From an optimization exercise on the open Yosys and OpenROAD flow, aimed at small area, a short achievable clock period and few clock cycles; shortcuts taken in it are not production practice.
RTL that was checked went through simulation tests only; none was proved equivalent to the original.
Power and IR drop assume default switching activity.

Design escape_sequence_decoder, start of the top module:
module escape_sequence_decoder (
  input  logic        clk,
  input  logic        rst,
  input  logic        chars_valid,
  output logic        chars_ready,
  input  logic [15:0] chars_char_code,
  input  logic        chars_end_of_string,
  output logic        results_valid,
  input  logic        results_ready,
  output logic [1:0]  results_kind,
  output logic [15:0] results_out_char,
  output logic [15:0] results_slice_start,
  output logic [15:0] results_slice_length,
  output logic [2:0]  results_error_code,
  output logic        results_last,
  input  logic        cfg_valid,
  output logic        cfg_ready,
  input  logic        cfg_interpolation_enable
);
Size: roughly 760 cells after synthesis, roughly 130 flip-flops, about 80 I/O pins, about 7300 um^2 of cells after synthesis.
clock: 7.5 ns
lec_check: 0
cap_margin: 20
core_margin: 2
core_utilization: 40
setup_slack_margin: 4.5
slew_margin: 20
run.sh (not shown) runs the stock make flow with config.mk's settings and CLKGATE_MAP_FILE= SYNTH_SCRIPT=/design/flow/synth_recipe.tcl, a recipe that flattens the netlist after the stock synthesis.
The first run produced a clean layout.
Next try:
Settings changed: SETUP_SLACK_MARGIN 4.5 to 5.0.
Clock-buffer cell count came out higher by 8.
Cell count came out higher by 6.9%.
Die area is unchanged.
First-iteration DRC count went up by 18%.
Sequential cell count stays the same.
Utilization came out higher by 8.0 points.
Wire length rose by 21%.
Worst setup slack is better by 0.29 ns.
Sequential power climbs by about 1%.
Maximum frequency is higher by 10%.
No functional check of the RTL was part of any run of this note.


Another version of the RTL of escape_sequence_decoder (not shown whole).
Size in the first run: ~730 cells after synthesis, roughly 130 flip-flops, ~0.0069 mm² of cells after synthesis.
==> flow/design.v (excerpt) <==
module escape_sequence_decoder (
  input  logic        clk,
  input  logic        rst,
  input  logic        chars_valid,
  output logic        chars_ready,
  input  logic [15:0] chars_char_code,
  input  logic        chars_end_of_string,
  output logic        results_valid,
  input  logic        results_ready,
  output logic [1:0]  results_kind,
  output logic [15:0] results_out_char,
  output logic [15:0] results_slice_start,
  output logic [15:0] results_slice_length,
  output logic [2:0]  results_error_code,
  output logic        results_last,
  input  logic        cfg_valid,
  output logic        cfg_ready,
  input  logic        cfg_interpolation_enable
);
export LEC_CHECK = 0
export CAP_MARGIN = 20
export CORE_MARGIN = 2
export CORE_UTILIZATION = 65
export CTS_BUF_LIST = sky130_fd_sc_hd__clkbuf_4 sky130_fd_sc_hd__clkbuf_8
export CTS_CLUSTER_SIZE = 30
export SETUP_SLACK_MARGIN = 4.8
export SLEW_MARGIN = 20
create_clock -name core_clock -period 7.5 [get_ports {clk}]
standard.sh (not shown) runs the stock make flow with config.mk's settings and CLKGATE_MAP_FILE= SYNTH_SCRIPT=/design/flow/synth_recipe.tcl, a recipe that flattens the netlist after the stock synthesis.
==> flow/flow/run.sh <==
#!/bin/bash
# The standard layout, with every port buffered by a plain buffer (buf_2 on outputs and
# inputs) instead of the resizer's default pick, a slow delay cell.
set -euo pipefail
export BUFFER_PORTS_ARGS="-buffer_cell sky130_fd_sc_hd__buf_2"
bash standard.sh > standard.log 2>&1
The starting point ran to the end with no violations.
Testbench counts at the start, summed over its fixed seeds: cycles 30,784.
Then changed:
==> flow/flow/run.sh (replaced) <==
#!/bin/bash
# The standard layout, with every port buffered by a plain buffer (buf_4 on outputs and
# inputs) instead of the resizer's default pick, a slow delay cell.
set -euo pipefail
export BUFFER_PORTS_ARGS="-buffer_cell sky130_fd_sc_hd__buf_4"
bash standard.sh > standard.log 2>&1
SETUP_SLACK_MARGIN = 4.6   (was 4.8)
After rerunning:
- setup slack loses 0.034 ns
- critical path depth does not change
- core utilization came out lower by 2.1 points
- via count falls by 5.0%
- synthesized cell count is unchanged
- global-route usage fell by 1.1 points
- total power came out lower by 5.2%
- worst hold slack degrades by 0.0087 ns
- wire length goes down by 8.3%
- final cell count shrinks by 3.4%
- clock-buffer cell count came out lower by 2


delta:
escape_sequence_decoder again, from the RTL that the note above started with.
==> flow/config.mk <==
export PLATFORM = sky130hd
export DESIGN_NAME = escape_sequence_decoder
export DESIGN_NICKNAME = escape_sequence_decoder
export VERILOG_FILES = /design/flow/design.v
export SDC_FILE = /design/flow/constraint.sdc
export NUM_CORES = 4
export LEC_CHECK = 0
export CAP_MARGIN = 20
export CORE_MARGIN = 2
export CORE_UTILIZATION = 65
export CTS_BUF_LIST = sky130_fd_sc_hd__clkbuf_4 sky130_fd_sc_hd__clkbuf_8
export CTS_CLUSTER_SIZE = 30
export SETUP_SLACK_MARGIN = 4.6
export SLEW_MARGIN = 20
==> flow/constraint.sdc <==
create_clock -name core_clock -period 7.5 [get_ports {clk}]
set_input_delay 1.5000 -clock core_clock [delete_from_list [all_inputs] [get_ports {clk}]]
set_output_delay 1.5000 -clock core_clock [all_outputs]
set_load 0.01 [all_outputs]
==> flow/flow/run.sh <==
#!/bin/bash
# The standard layout, with every port buffered by a plain buffer (buf_2 on outputs and
# inputs) instead of the resizer's default pick, a slow delay cell.
set -euo pipefail
export BUFFER_PORTS_ARGS="-buffer_cell sky130_fd_sc_hd__buf_2"
bash standard.sh > standard.log 2>&1
delta ran to completion and came out clean on the timing, DRC and antenna checks.
Testbench counts of delta, summed over its fixed seeds: cycles 30,784.
For indigo, these inputs were changed with respect to delta:
# delta
export LEC_CHECK = 0
export CAP_MARGIN = 20
export CORE_MARGIN = 2
export CORE_UTILIZATION = 65
export CTS_BUF_LIST = sky130_fd_sc_hd__clkbuf_4 sky130_fd_sc_hd__clkbuf_8
export CTS_CLUSTER_SIZE = 30
export SETUP_SLACK_MARGIN = 4.6
export SLEW_MARGIN = 20
create_clock -name core_clock -period 7.5 [get_ports {clk}]
# indigo
export LEC_CHECK = 0
export CAP_MARGIN = 20
export CORE_MARGIN = 2
export CORE_UTILIZATION = 65
export CTS_BUF_LIST = sky130_fd_sc_hd__clkbuf_4 sky130_fd_sc_hd__clkbuf_8
export CTS_CLUSTER_SIZE = 30
export SETUP_SLACK_MARGIN = 4.85
export SLEW_MARGIN = 20
create_clock -name core_clock -period 7.5 [get_ports {clk}]
==> flow/flow/run.sh <==
#!/bin/bash
# The standard layout, with every port buffered by a plain buffer (buf_4 on outputs and
# inputs) instead of the resizer's default pick, a slow delay cell.
set -euo pipefail
export BUFFER_PORTS_ARGS="-buffer_cell sky130_fd_sc_hd__buf_4"
bash standard.sh > standard.log 2>&1
[summary]
Of the two values seen for timing endpoint of the critical path, results_slice_start[2] was produced by delta and results_slice_start[3] by indigo.
Compared to delta, the routing of indigo uses more wire.
Going from delta to indigo, post-cts resize count grew by 8, share of the final layout cell area in multi-input gates shrank by 1.9 points, smallest hold slack grew by 0.0068 ns.
Going from delta to indigo, the clock group share of total power was found to have gone down by 0.4 points.
Compare delta and indigo | final routed wire length divided by cell count higher: indigo
indigo vs delta — total power climbed by a few percent
Setup changes, indigo to sierra
# indigo
export LEC_CHECK = 0
export CAP_MARGIN = 20
export CORE_MARGIN = 2
export CORE_UTILIZATION = 65
export CTS_BUF_LIST = sky130_fd_sc_hd__clkbuf_4 sky130_fd_sc_hd__clkbuf_8
export CTS_CLUSTER_SIZE = 30
export SETUP_SLACK_MARGIN = 4.85
export SLEW_MARGIN = 20
create_clock -name core_clock -period 7.5 [get_ports {clk}]
# sierra
export LEC_CHECK = 0
export CAP_MARGIN = 20
export CORE_MARGIN = 2
export CORE_UTILIZATION = 65
export CTS_BUF_LIST = sky130_fd_sc_hd__clkbuf_4 sky130_fd_sc_hd__clkbuf_8
export CTS_CLUSTER_SIZE = 30
export SETUP_SLACK_MARGIN = 4.7
export SLEW_MARGIN = 20
create_clock -name core_clock -period 7.5 [get_ports {clk}]
==> flow/flow/run.sh <==
#!/bin/bash
# The standard layout, with every port buffered by a plain buffer (buf_2 on outputs and
# inputs) instead of the resizer's default pick, a slow delay cell.
set -euo pipefail
export BUFFER_PORTS_ARGS="-buffer_cell sky130_fd_sc_hd__buf_2"
bash standard.sh > standard.log 2>&1
### Flow results
Via count (indigo / sierra): 1.07. The number of ordinary and repair buffers in the finished layout in sierra is 0.75 times that in indigo. Of indigo and sierra, the run reporting the lower power share of the clock group was sierra. The estimated wirelength of the detail-placed design of sierra and that of indigo are within noise of each other. On maximum frequency from static timing analysis: sierra sits above indigo. Delta (sierra minus indigo): later-pin clock latency in the skew report roughly the same; fraction of the cycle the final worst path needs roughly the same.
Modified inputs, cedar compared to sierra
==> flow/flow/run.sh <==
#!/bin/bash
# The standard layout, with every port buffered by a plain buffer (buf_4 on outputs and
# inputs) instead of the resizer's default pick, a slow delay cell.
set -euo pipefail
export BUFFER_PORTS_ARGS="-buffer_cell sky130_fd_sc_hd__buf_4"
bash standard.sh > standard.log 2>&1
### Flow results
Of sierra and cedar, the higher overall fraction of global-route tracks in use belongs to cedar.
For cedar, the beginning of the critical path was nb[5]$_DFFE_PP_, unlike sierra, where it was r_slice$_DFFE_PN_.
The power in combinational cells number comes out higher for cedar vs sierra.
Looking at relative contribution of the clock network to total power, cedar sits 0.6 points lower than sierra does.
Post-detailed-route DRC marker count came out exactly the same in sierra and cedar.
Between cedar and sierra, the number of global-route vias before repair does not differ in any meaningful way.
cedar ended up with a lower hold slack than sierra did.

re-timing with driven ports:
No port has a modelled driver above. Below, the same layouts with a new extraction and two added sets of constraints.
Step 1 assumes that a clkbuf_16 drives the clock port and a buf_2 every other input.
Step 2 times the ports against the registers' clock, not the clock port: input delays grow and output delays shrink by t, the midpoint of the rising clock arrivals with the driver on.
Slacks: no drivers / after step 1 / after step 2; pairs: no drivers / after step 1.
| run | shift t [ns] | setup WS [ns] | worst setup path at the end | cell pins on the clock port's net |
|---|---|---|---|---|
| the first run of note 1 | 0.466 | 4.283 / 4.238 / 4.085 | input to register | 1 |
| the second run of note 1 | 0.481 | 4.577 / 4.549 / 4.108 | input to register | 1 |
| the first run of note 2 | 0.486 | 4.694 / 4.658 / 4.428 | input to register | 1 |
| the second run of note 2 | 0.471 | 4.659 / 4.625 / 4.226 | input to register | 1 |
| delta | 0.466 | 4.703 / 4.669 / 4.306 | input to register | 1 |
| indigo | 0.479 | 4.720 / 4.684 / 4.450 | input to register | 1 |
| sierra | 0.475 | 4.729 / 4.691 / 4.370 | input to register | 1 |
| cedar | 0.475 | 4.712 / 4.676 / 4.328 | input to register | 1 |
After both steps setup and hold are still met in every run listed. For the second run of note 1, which loses most, drivers alone change the setup slack by -0.028 ns; drivers and shift together by -0.469 ns.
